Context: an optimization exercise on an open-source flow, tuned for small area, a short achievable clock period and few clock cycles. The choices shown serve that exercise and are no tape-out recipe.
Only simulation tests tie the RTL to the original design; equivalence was not proved.

==> flow/design.v (excerpt) <==
module cubic_segment_current_profile_top #(
   parameter logic [7:0]  DIV_REGS = 8'b1111_1111
) (
   input  logic         clock,
   input  logic         reset,
   input  logic         req_valid,
   output logic         req_stall,
   input  logic [17:0]  req_data,
   output logic         rsp_valid,
   input  logic         rsp_stall,
   output logic [16:0]  rsp_data,
   input  logic         csr_wr_en,
   input  logic [2:0]   csr_index,
   input  logic [63:0]  csr_wdata
);
For scale: ~11000 cells after synthesis, about 1000 flip-flops, about 110 I/O pins, ~0.10 mm^2 of cells after synthesis.
Settings: LEC_CHECK=0, CAP_MARGIN=20, CORE_MARGIN=2, CORE_UTILIZATION=60, SETUP_SLACK_MARGIN=5, SLEW_MARGIN=20, TNS_END_PERCENT=5; clock period 9.0 ns.
run.sh (not shown) runs the stock make flow with config.mk's settings and CLKGATE_MAP_FILE= SYNTH_SCRIPT=/design/flow/synth_recipe.tcl, a recipe that flattens the netlist after the stock synthesis.
Testbench counts at the start, summed over its fixed seeds: cycles 4,480.
Rerun with:
--- a/flow/design.v
+++ b/flow/design.v
@@ -199,21 +199,21 @@
    logic [23:0] dlen_c;            
    logic [24:0] ds_q;              
    logic [25:0] re_q;              
    logic [25:0] up3_q, dlen3_q;    
    assign dlen_c = {down_len_ff[23:1], down_len_ff[0] | dzero_ff};
    always_ff @(posedge clock) begin
       ds_q    <= {1'b0, up_len_ff} + {1'b0, hold_len_ff};
       re_q    <= {2'b0, up_len_ff} + {2'b0, hold_len_ff} + {2'b0, down_len_ff} +
                  {25'd0, dzero_ff};
       up3_q   <= {1'b0, up_len_ff, 1'b0} + {2'b0, up_len_ff};
-      dlen3_q <= {1'b0, down_len_ff, 1'b0} + {2'b0, down_len_ff} + {24'd0, dzero_ff, dzero_ff};
+      dlen3_q <= {1'b0, dlen_c, 1'b0} + {2'b0, dlen_c};
    end
    logic adv_q;               
    logic in_v;
    logic [17:0] in_d;
    assign req_stall = ~adv_q;
    always_ff @(posedge clock) begin
       if (reset)      in_v <= 1'b0;
       else if (adv_q) in_v <= req_valid;
    end
    always_ff @(posedge clock) begin
@@ -249,73 +249,67 @@
          t_q          <= t_n;
       end
    end
    logic        lt_up, lt_ds;
    logic [25:0] tdown;
    assign lt_up = start ? (up_len_ff != 24'd0) : (t_q[25:0] < {2'd0, up_len_ff});
    assign lt_ds = start ? (ds_q != 25'd0)      : (t_q[25:0] < {1'd0, ds_q});
    assign tdown = t_q[25:0] - {1'b0, ds_q};
    logic        s1_v;
    logic [3:0]  s1_m;
-   logic        s1_u;        
    logic [23:0] s1_x;
    always_ff @(posedge clock) begin
       if (reset)      s1_v <= 1'b0;
       else if (adv_q) s1_v <= in_v;
    end
    always_ff @(posedge clock) begin
       if (adv_q) begin
          s1_m <= {run_n, lt_ds && !lt_up, !lt_ds, !lt_up};
-         s1_u <= lt_up;
          s1_x <= start ? 24'd0 : (lt_up ? t_q[23:0] : (lt_ds ? 24'd0 : tdown[23:0]));
       end
    end
    logic        dv_v [0:8];
    logic [3:0]  dv_m [0:8];
-   logic        dv_u [0:8];
    logic [23:0] dv_r [0:8];
    logic [15:0] dv_q [0:8];
    assign dv_v[0] = s1_v;
    assign dv_m[0] = s1_m;
-   assign dv_u[0] = s1_u;
    assign dv_r[0] = s1_x;
    assign dv_q[0] = 16'd0;
    genvar gi;
    generate
       for (gi = 0; gi < 8; gi++) begin : g_div
          logic [23:0] r_c;
          logic [15:0] q_c;
          cscp_div_step4 #(.POS(14 - 2 * gi)) u_step (
             .rem_i (dv_r[gi]),
             .q_i   (dv_q[gi]),
             .dvsr  (dv_m[gi][0] ? dlen_c : up_len_ff),
-            .dvsr3 (dv_u[gi] ? up3_q : dlen3_q),
+            .dvsr3 (dv_m[gi][0] ? dlen3_q : up3_q),
             .rem_o (r_c),
             .q_o   (q_c)
          );
          if (DIV_REGS[gi]) begin : g_reg
             always_ff @(posedge clock) begin
                if (reset)      dv_v[gi+1] <= 1'b0;
                else if (adv_q) dv_v[gi+1] <= dv_v[gi];
             end
             always_ff @(posedge clock) begin
                if (adv_q) begin
                   dv_m[gi+1] <= dv_m[gi];
-                  dv_u[gi+1] <= dv_u[gi];
                   dv_r[gi+1] <= r_c;
                   dv_q[gi+1] <= q_c;
                end
             end
          end else begin : g_wire
             assign dv_v[gi+1] = dv_v[gi];
             assign dv_m[gi+1] = dv_m[gi];
-            assign dv_u[gi+1] = dv_u[gi];
             assign dv_r[gi+1] = r_c;
             assign dv_q[gi+1] = q_c;
          end
       end
    endgenerate
    localparam logic [33:0] KFULL = -((34'd1 << 18) + (34'd1 << 20) + (34'd1 << 22) +
                                      (34'd1 << 24) + (34'd1 << 26) + (34'd1 << 28) +
                                      (34'd1 << 30) + (34'd1 << 32) + (34'd1 << 31));
    localparam logic [17:0] KHI   = KFULL[33:16];
    logic        h_v   [0:2];
@@ -381,27 +375,31 @@
    endgenerate
    logic signed [17:0] acc3;
    logic [17:0]        cdiff;
    logic [18:0]        res;
    logic [34:0] dfull;
    assign acc3  = g_h[2].tsum[33:16];
    assign dfull = {3'b0, ceiling_ff, 16'hFFFF} + {1'b1, ~c_a[2], 8'hFF} + {1'b1, ~c_b[2], 8'hFF} +
                   {1'b1, ~g_h[2].crow, 16'hFFFF} + 35'd3 - {1'b0, KFULL} -
                   {26'd0, c_c[2], 8'd0};
    assign cdiff = dfull[33:16];
-   assign res = {c_run[2], c_run[2] && !acc3[17] && cdiff[17],
-                 c_run[2] && !acc3[17] && !cdiff[17], acc3[15:0]};
+   assign res = {c_run[2], acc3[17], cdiff[17], acc3[15:0]};
    logic [18:0] qd;
    logic        qv;
    cscp_outq u_outq (
       .clock     (clock),
       .reset     (reset),
       .push      (adv_q && c_v[2]),
       .push_data (res),
       .rsp_stall (rsp_stall),
       .rsp_valid (qv),
       .rsp_data  (qd),
       .adv_q     (adv_q)
    );
    assign rsp_valid = qv;
-   assign rsp_data = {({16{qd[17]}} & ceiling_ff) | ({16{qd[16]}} & qd[15:0]), qd[18]};
+   always_comb begin
+      if (!qd[18])     rsp_data = 17'd0;
+      else if (qd[17]) rsp_data = {16'd0, 1'b1};
+      else if (qd[16]) rsp_data = {ceiling_ff, 1'b1};
+      else             rsp_data = {qd[15:0], 1'b1};
+   end
 endmodule
Outcome: The changed run finished with timing, DRC and antenna clean; routed wire length falls by 1.1%; final area falls by 1.9%; final cell count falls by 1.1%; synthesized area falls by 1.0%; setup slack gets better by 0.063 ns; synthesized cell count falls by 0.43%.
Testbench counts after the change, summed over its fixed seeds: cycles 4,480.

afterwards: timing with drivers on the ports:
Ports are ideal in the flow. The routed layouts listed here were re-timed in OpenROAD. Step 1 sets driving cells, clkbuf_16 on the clock port and buf_2 on the other inputs (assumed; they add their load-dependent delay and slew). Step 2 also shifts input and output timing later by t, the mid clock arrival at the registers, as if the neighbouring blocks saw the same clock. Slacks: ideal / step 1 / step 2; pairs: ideal / step 1.
run | shift t [ns] | slack for setup (ns) | slew at the worst register clock pin (ns) | cell pins on the clock port's net
the first run | 0.888 | 4.653 / 4.653 / 4.411 | 0.07 / 0.07 | 1
the second run | 0.866 | 4.716 / 4.716 / 4.512 | 0.07 / 0.07 | 1
After both steps every run listed still meets setup and hold. For the first run, which loses most, drivers alone change the setup slack by 0.000 ns; drivers and shift together by -0.242 ns.
